Context: an optimization exercise on an open-source flow, tuned for small area, a short achievable clock period and few clock cycles per item. The choices shown serve that exercise and are no tape-out recipe.
Only simulation tests tie the RTL to the original design; equivalence was not proved.

Design fft_dit_top, start of the top module:
module fft_dit_top (
   input  logic        clk,
   input  logic        rst_n,
   input  logic [15:0] in_x,
   input  logic        in_nd,
   output logic [15:0] out_x,
   output logic        out_nd,
   output logic        overflow
);
   logic [3:0]  wcnt;        
   logic [15:0] d8 [8];
   logic [15:0] d4 [4];
   logic [15:0] d4x;         
   logic [15:0] c1s, c1d;
   bf_w0 u_bf0 (.a(d8[7]), .b(in_x), .s(c1s), .d(c1d));
   always_ff @(posedge clk) begin
      if (in_nd) begin
         d8[0] <= wcnt[3] ? c1d : in_x;
         for (int n = 1; n < 8; n++) d8[n] <= d8[n-1];
         d4[0] <= c1s;
         for (int n = 1; n < 4; n++) d4[n] <= d4[n-1];
      end
   end
   logic [15:0] c1s_q, c1d_q;
   logic        v;
   logic [3:0]  cnt;
   always_ff @(posedge clk) begin
      c1s_q <= c1s;
      c1d_q <= c1d;
      d4x   <= d4[3];
      cnt   <= wcnt;
   end
   always_ff @(posedge clk or negedge rst_n) begin
      if (!rst_n) begin
         v    <= 1'b0;
         wcnt <= '0;
      end else begin
         v <= in_nd;
         if (in_nd) wcnt <= wcnt + 4'd1;
      end
   end
   logic [15:0] g_in [4];
   bf_w0 u_bf1a (.a(d4x), .b(c1s_q), .s(g_in[0]), .d(g_in[2]));
   bf_w4 u_bf1b (.a(d8[4]), .b(c1d_q), .s(g_in[1]), .d(g_in[3]));
   logic [9:0]  xp_in [2], xq_in [2];
   always_comb begin
      xp_in[0] = {{2{g_in[1][7]}},  g_in[1][7:0]}  + {{2{g_in[1][15]}}, g_in[1][15:8]};
      xq_in[0] = {{2{g_in[1][15]}}, g_in[1][15:8]} - {{2{g_in[1][7]}},  g_in[1][7:0]};
      xp_in[1] = {{2{g_in[3][15]}}, g_in[3][15:8]} - {{2{g_in[3][7]}},  g_in[3][7:0]};
      xq_in[1] = 10'd0 - {{2{g_in[3][7]}}, g_in[3][7:0]} - {{2{g_in[3][15]}}, g_in[3][15:8]};
   end
   logic [15:0] y_q [4];
   logic [9:0]  xp_q [2], xq_q [2];
   logic        yv;
   logic [1:0]  yj;
  ...
==> flow/config.mk <==
export PLATFORM = sky130hd
export DESIGN_NAME = fft_dit_top
export DESIGN_NICKNAME = fft_dit_top
export VERILOG_FILES = /design/flow/design.v
export SDC_FILE = /design/flow/constraint.sdc
export NUM_CORES = 4
export LEC_CHECK = 0
export ABC_CLOCK_PERIOD_IN_PS = 3500
export CAP_MARGIN = 20
export CORE_MARGIN = 2
export CORE_UTILIZATION = 40
export CTS_BUF_LIST = sky130_fd_sc_hd__clkbuf_4
export CTS_CLUSTER_SIZE = 12
export SETUP_SLACK_MARGIN = 5
export SLEW_MARGIN = 20
export TNS_END_PERCENT = 20
==> flow/constraint.sdc <==
create_clock -name core_clock -period 9.0 [get_ports {clk}]
set_input_delay 1.8000 -clock core_clock [delete_from_list [all_inputs] [get_ports {clk}]]
set_output_delay 1.8000 -clock core_clock [all_outputs]
set_load 0.01 [all_outputs]
standard.sh (not shown) runs the stock make flow with config.mk's settings and CLKGATE_MAP_FILE= SYNTH_SCRIPT=/design/flow/synth_recipe.tcl, a recipe that flattens the netlist after the stock synthesis.
==> flow/flow/run.sh <==
#!/bin/bash
set -euo pipefail
bash standard.sh SETUP_SLACK_MARGIN=5.5 finish > standard_flow.log 2>&1
Testbench counts at the start, summed over its fixed seeds: cycles 7,040, frames 384.
Rerun with:
==> flow/flow/run.sh (replaced) <==
#!/bin/bash
set -euo pipefail
bash standard.sh SETUP_SLACK_MARGIN=5.4 finish > standard_flow.log 2>&1
Effect: Die area stays the same; hold slack degrades by 4.9 ps; final cell count shrinks slightly; setup slack got worse by 140 ps.


## the baseline
fft_dit_top again, from the RTL that the note above started with.
export LEC_CHECK = 0
export ABC_CLOCK_PERIOD_IN_PS = 3500
export CAP_MARGIN = 20
export CORE_MARGIN = 2
export CORE_UTILIZATION = 40
export SETUP_SLACK_MARGIN = 5
export SLEW_MARGIN = 20
export TNS_END_PERCENT = 20
create_clock -name core_clock -period 9.0 [get_ports {clk}]
==> flow/flow/run.sh <==
#!/bin/bash
set -euo pipefail
bash standard.sh SETUP_SLACK_MARGIN=5.5 finish > standard_flow.log 2>&1
Testbench counts of the baseline, summed over its fixed seeds: cycles 7,040, frames 384.
diff inputs: the baseline => the candidate
Settings: PLACE_DENSITY newly set to 0.7; TNS_END_PERCENT removed (was 20); CORE_UTILIZATION changed from 40 to 60.
Notes after the runs:
Lower area added between synthesis and finish goes to the baseline over the candidate. [compare] base=the baseline new=the candidate: number of buffers created by CTS held. Run comparison: the candidate slowest library cell on the worst path mux4_2; the baseline slowest library cell on the worst path clkdlybuf4s50_1. For number of global-route vias before repair, dividing the value from the baseline by the value from the candidate gives 0.934. Delta(initial antenna violation count, the candidate - the baseline) < 0. Sort the baseline and the candidate by worst max-slew margin expressed relative to the limit desc -> top: the candidate. From the candidate to the baseline, number of flip-flops and latches did not move at all. The actual transition at the worst max-transition pin number comes out higher for the baseline vs the candidate. The candidate against the baseline: average detailed-routed wire length per instance now sits higher, worst hold slack picked up an extra 0.0045 ns. Cmp the baseline and the candidate / area of all placed cells without fillers / higher: the candidate.

[static timing again, ports no longer ideal]
Ports are ideal in the flow. The routed layouts listed here were re-timed in OpenROAD. Step 1 sets driving cells, clkbuf_16 on the clock port and buf_2 on the other inputs (assumed; they add their load-dependent delay and slew). Step 2 times the ports against the registers' clock, not the clock port: input delays grow and output delays shrink by t, the midpoint of the rising clock arrivals with the driver on. Slacks: no drivers / after step 1 / after step 2; pairs: no drivers / after step 1.
run | t, ns | setup WS [ns] | latest minus earliest clock arrival (ns) | worst slew at a driven data input, ns
the first run of note 1 | 1.125 | 5.447 / 5.447 / 4.754 | 0.090 / 0.089 | 0.04
the second run of note 1 | 1.158 | 5.311 / 5.243 / 4.734 | 0.104 / 0.104 | 0.03
the baseline | 0.699 | 5.445 / 5.449 / 4.789 | 0.043 / 0.043 | 0.04
the candidate | 0.692 | 5.333 / 5.333 / 4.902 | 0.030 / 0.030 | 0.07
After both steps setup and hold are still met in every run listed. For the first run of note 1, which loses most, drivers alone change the setup slack by 0.000 ns; drivers and shift together by -0.693 ns.
